This is an optimization exercise on Yosys and OpenROAD, whose aim is small area, not a production implementation.
In this exercise RTL edits were held to simulation tests only and were not proved equivalent to the original.
Power and IR drop assume default switching activity.

## exp/tundra
// cnn_top
module cnn_top
(
    input  logic        clk,
    input  logic        reset,
    input  logic        load_req,
    input  logic [15:0] load_cmd,        
    output logic        load_ack,
    input  logic        run_req,
    output logic        run_ack,
    output logic [81:0] result           
);
    localparam logic [2:0] S_IDLE  = 3'd0;      
    localparam logic [2:0] S_CONV  = 3'd2;      
    localparam logic [2:0] S_CONV2 = 3'd3;      
    localparam logic [2:0] S_DENSE = 3'd4;
    localparam logic [2:0] S_FIN   = 3'd5;      
    localparam logic [2:0] S_ACK   = 3'd6;
    logic [2:0]  state;
    logic [5:0]  phi;
    logic [1:0]  ph;                         
    logic [1:0]  pl;                         
    logic [1:0]  cls;
    logic        wflag;                      
    logic [63:0][7:0] img;
    logic [8:0][7:0]  flt;
    logic [35:0][7:0] wts;
    logic [8:0][7:0]  fea;
    logic signed [19:0] scores [0:3];
    logic [1:0]  win_class;
    assign result = {win_class, scores[3], scores[2], scores[1], scores[0]};
    logic psi0;
    logic psi_end;
    logic t_last;                            
    assign psi0    = ph == 2'd0 && pl == 2'd0;
    assign psi_end = ph == 2'd2 && pl == 2'd2;
    assign t_last  = psi_end && cls == 2'd3 && phi == 6'd63;
    always_ff @(posedge clk or negedge reset)
    begin
        if (!reset)
        begin
            phi <= '0;
            ph  <= '0;
            pl  <= '0;
            cls <= '0;
        end
        else
        begin
            phi <= phi + 6'd1;
            if (pl == 2'd2)
            begin
                pl <= 2'd0;
                ph <= (ph == 2'd2) ? 2'd0 : ph + 2'd1;
            end
            else
  ...
Size: ~1700 cells after synthesis, about 27000 µm² of cells after synthesis.
Settings: LEC_CHECK=0, CAP_MARGIN=20, CORE_MARGIN=2, CORE_UTILIZATION=65, SLEW_MARGIN=20; clock period 10.0 ns.
standard.sh (not shown) runs the stock make flow with config.mk's settings and CLKGATE_MAP_FILE= SYNTH_SCRIPT=/design/flow/synth_recipe.tcl, a recipe that flattens the netlist after the stock synthesis.
==> flow/flow/run.sh <==
#!/bin/bash
# The standard layout (standard.sh, ORFS) with these changes:
# - input and output ports are buffered with the smallest buffer;
# - clock tree synthesis uses clkbuf_8 sink clusters and no dummy loads;
# - after floorplan, OpenROAD's restructure re-maps the combinational logic for
#   area (flow/restructure.tcl); registers are kept as synthesized.
# The make output goes to standard.log; each ORFS step keeps its own log.
set -euo pipefail
here=$(pwd)
export BUFFER_PORTS_ARGS="-buffer_cell sky130_fd_sc_hd__buf_1"
export CTS_ARGS="-sink_clustering_enable -repair_clock_nets -dont_use_dummy_load -buf_list sky130_fd_sc_hd__clkbuf_8 -sink_clustering_size 19 -sink_clustering_max_diameter 60"
export POST_FLOORPLAN_TCL="$here/flow/restructure.tcl"
bash standard.sh > standard.log 2>&1
==> flow/flow/restructure.tcl <==
# Area recovery after floorplan: re-map the combinational logic with ABC for
# area (OpenROAD restructure). Registers are not touched.
set lib_in [lindex $::env(LIB_FILES) 0]
set work $::env(RESULTS_DIR)/restructure
file mkdir $work
set lib_out $work/lib_dont_use.lib

# a copy of the library with the platform's don't-use cells marked dont_use,
# so that ABC leaves them out
set fh [open $lib_in r]
set text [read $fh]
close $fh
set out ""
set pos 0
foreach {whole name} [regexp -all -inline -indices {cell\s*\(\s*"?([A-Za-z0-9_]+)"?\s*\)\s*\{} $text] {
  set end [lindex $whole 1]
  set cell [string range $text [lindex $name 0] [lindex $name 1]]
  append out [string range $text $pos $end]
  foreach pattern $::env(DONT_USE_CELLS) {
    if { [string match $pattern $cell] } {
      append out "\n    dont_use : true;"
      break
    }
  }
  set pos [expr {$end + 1}]
}
append out [string range $text $pos end]
set fh [open $lib_out w]
puts -nonewline $fh $out
close $fh

set tielo "[lindex $::env(TIELO_CELL_AND_PORT) 0]/[lindex $::env(TIELO_CELL_AND_PORT) 1]"
set tiehi "[lindex $::env(TIEHI_CELL_AND_PORT) 0]/[lindex $::env(TIEHI_CELL_AND_PORT) 1]"
report_design_area
restructure -target area -liberty_file $lib_out -tielo_port $tielo -tiehi_port $tiehi \
  -work_dir $work
report_design_area
--- input diff exp/tundra..exp/indigo ---
- CORE_UTILIZATION now 70, was 65
- ABC_AREA now 1, previously not set
==> flow/flow/run.sh <==
#!/bin/bash
# The standard layout (standard.sh, ORFS) with these changes:
# - input and output ports are buffered with the smallest buffer;
# - clock tree synthesis uses clkbuf_8 sink clusters of up to 20 flip-flops and no dummy loads;
# - after floorplan, OpenROAD's restructure re-maps the combinational logic for
#   area (flow/restructure.tcl); registers are kept as synthesized.
# The make output goes to standard.log; each ORFS step keeps its own log.
set -euo pipefail
here=$(pwd)
export BUFFER_PORTS_ARGS="-buffer_cell sky130_fd_sc_hd__buf_1"
export CTS_ARGS="-sink_clustering_enable -repair_clock_nets -dont_use_dummy_load -buf_list sky130_fd_sc_hd__clkbuf_8 -sink_clustering_size 20 -sink_clustering_max_diameter 70"
export POST_FLOORPLAN_TCL="$here/flow/restructure.tcl"
bash standard.sh > standard.log 2>&1
Results
- exp/indigo | status: complete | timing, DRC, antenna: pass
- state[1] as the start point of the critical path was reported by exp/indigo, and state[2] by exp/tundra.
- From exp/tundra to exp/indigo the numbers moved as follows: first-pass GRT wire length lower; routed wire length lower; sequential cell area fraction in the yosys report higher; total vias in the final route lower; final critical-path required period higher.
- exp/indigo vs exp/tundra: clock power down by a few percent
- exp/indigo reports a higher largest fanout of any net on the critical path than exp/tundra does.
- Area of the mapped netlist (exp/indigo vs. exp/tundra) decreases slightly
- Of exp/indigo and exp/tundra, the higher combinational cell fraction of total power belongs to exp/tundra.
- exp/indigo vs exp/tundra, final non-filler cell total went down by 56.
### exp/indigo -> exp/violet
- removing ABC_AREA (formerly 1)
- changing CORE_UTILIZATION from 70 to 60
==> flow/flow/run.sh <==
#!/bin/bash
# The standard layout (standard.sh, ORFS) with these changes:
# - input and output ports are buffered with the smallest buffer;
# - clock tree synthesis uses clkbuf_8 sink clusters and no dummy loads;
# - after floorplan, OpenROAD's restructure re-maps the combinational logic for
#   area (flow/restructure.tcl); registers are kept as synthesized.
# The make output goes to standard.log; each ORFS step keeps its own log.
set -euo pipefail
here=$(pwd)
export BUFFER_PORTS_ARGS="-buffer_cell sky130_fd_sc_hd__buf_1"
export CTS_ARGS="-sink_clustering_enable -repair_clock_nets -dont_use_dummy_load -buf_list sky130_fd_sc_hd__clkbuf_8 -sink_clustering_size 20 -sink_clustering_max_diameter 60"
export POST_FLOORPLAN_TCL="$here/flow/restructure.tcl"
bash standard.sh > standard.log 2>&1
==> comparison <==
On met3 wire length, the higher figure sits with exp/violet, not exp/indigo.
Largest vdd supply drop delta for exp/violet relative to exp/indigo: about 90% higher
Total power: exp/violet above exp/indigo
Of the two values seen for cell with the largest stage delay on the worst path, sky130_fd_sc_hd__nor4_1 was produced by exp/violet and sky130_fd_sc_hd__dfrtp_1 by exp/indigo.
The met2 capacity usage during global routing number comes out higher for exp/indigo vs exp/violet.
### exp/violet -> exp/harbor
- a change of CORE_UTILIZATION from 60 to 75
- an added ABC_AREA of 1
diff --git a/flow/flow/run.sh b/flow/flow/run.sh
--- a/flow/flow/run.sh
+++ b/flow/flow/run.sh
@@ -2,5 +2,5 @@
 # The standard layout (standard.sh, ORFS) with these changes:
 # - input and output ports are buffered with the smallest buffer;
-# - clock tree synthesis uses clkbuf_8 sink clusters and no dummy loads;
+# - clock tree synthesis uses clkbuf_8 sink clusters of up to 20 flip-flops and no dummy loads;
 # - after floorplan, OpenROAD's restructure re-maps the combinational logic for
 #   area (flow/restructure.tcl); registers are kept as synthesized.
--- outcome ---
- Power spent charging and discharging nets (exp/harbor vs. exp/violet) decreases by more than a quarter
- Total power: exp/harbor < exp/violet
- exp/harbor gives more via count of the routed design than exp/violet did.
- exp/harbor against exp/violet; post-synthesis average cell area is down by a little under 10%.
- Compared with exp/violet, exp/harbor improves die area.
- exp/harbor ended up with a higher total stage count of the critical path than exp/violet did.
- Mean routed wirelength per cell for exp/harbor: about 12% up relative to exp/violet
- NOTE: total of fill cells in the finished design in exp/harbor falls short of that of exp/violet
- Changes observed in exp/harbor relative to exp/violet: synthesized-area fraction occupied by ao, oa, aoi and oai cells now larger; area after synthesis now smaller.

==> afterwards: timing with drivers on the ports <==
How much do the figures lean on ideal ports? The routed layouts below were timed once more, with nothing changed but the port constraints.
Step 1: set_driving_cell puts a clkbuf_16 on clk and a buf_2 on each other input, an assumption about the parent block.
Step 2, shift: input delay + t, output delay - t, t = (earliest + latest rising clock arrival at the registers) / 2. This alone moves slack from input paths to output paths.
Slacks: ideal ports / drivers / drivers and shift; pairs: ideal ports / drivers.
| run | shift t [ns] | slack for setup (ns) | latest minus earliest clock arrival (ns) | cell pins on the clock port's net |
|---|---|---|---|---|
| exp/tundra | 0.671 | 1.140 / 1.140 / 1.140 | 0.084 / 0.084 | 1 |
| exp/indigo | 0.673 | 1.036 / 1.036 / 1.036 | 0.159 / 0.159 | 1 |
| exp/violet | 0.712 | 1.029 / 1.029 / 1.029 | 0.128 / 0.128 | 1 |
| exp/harbor | 0.709 | 0.902 / 0.902 / 0.902 | 0.085 / 0.085 | 1 |
After both steps every run listed still meets setup and hold.
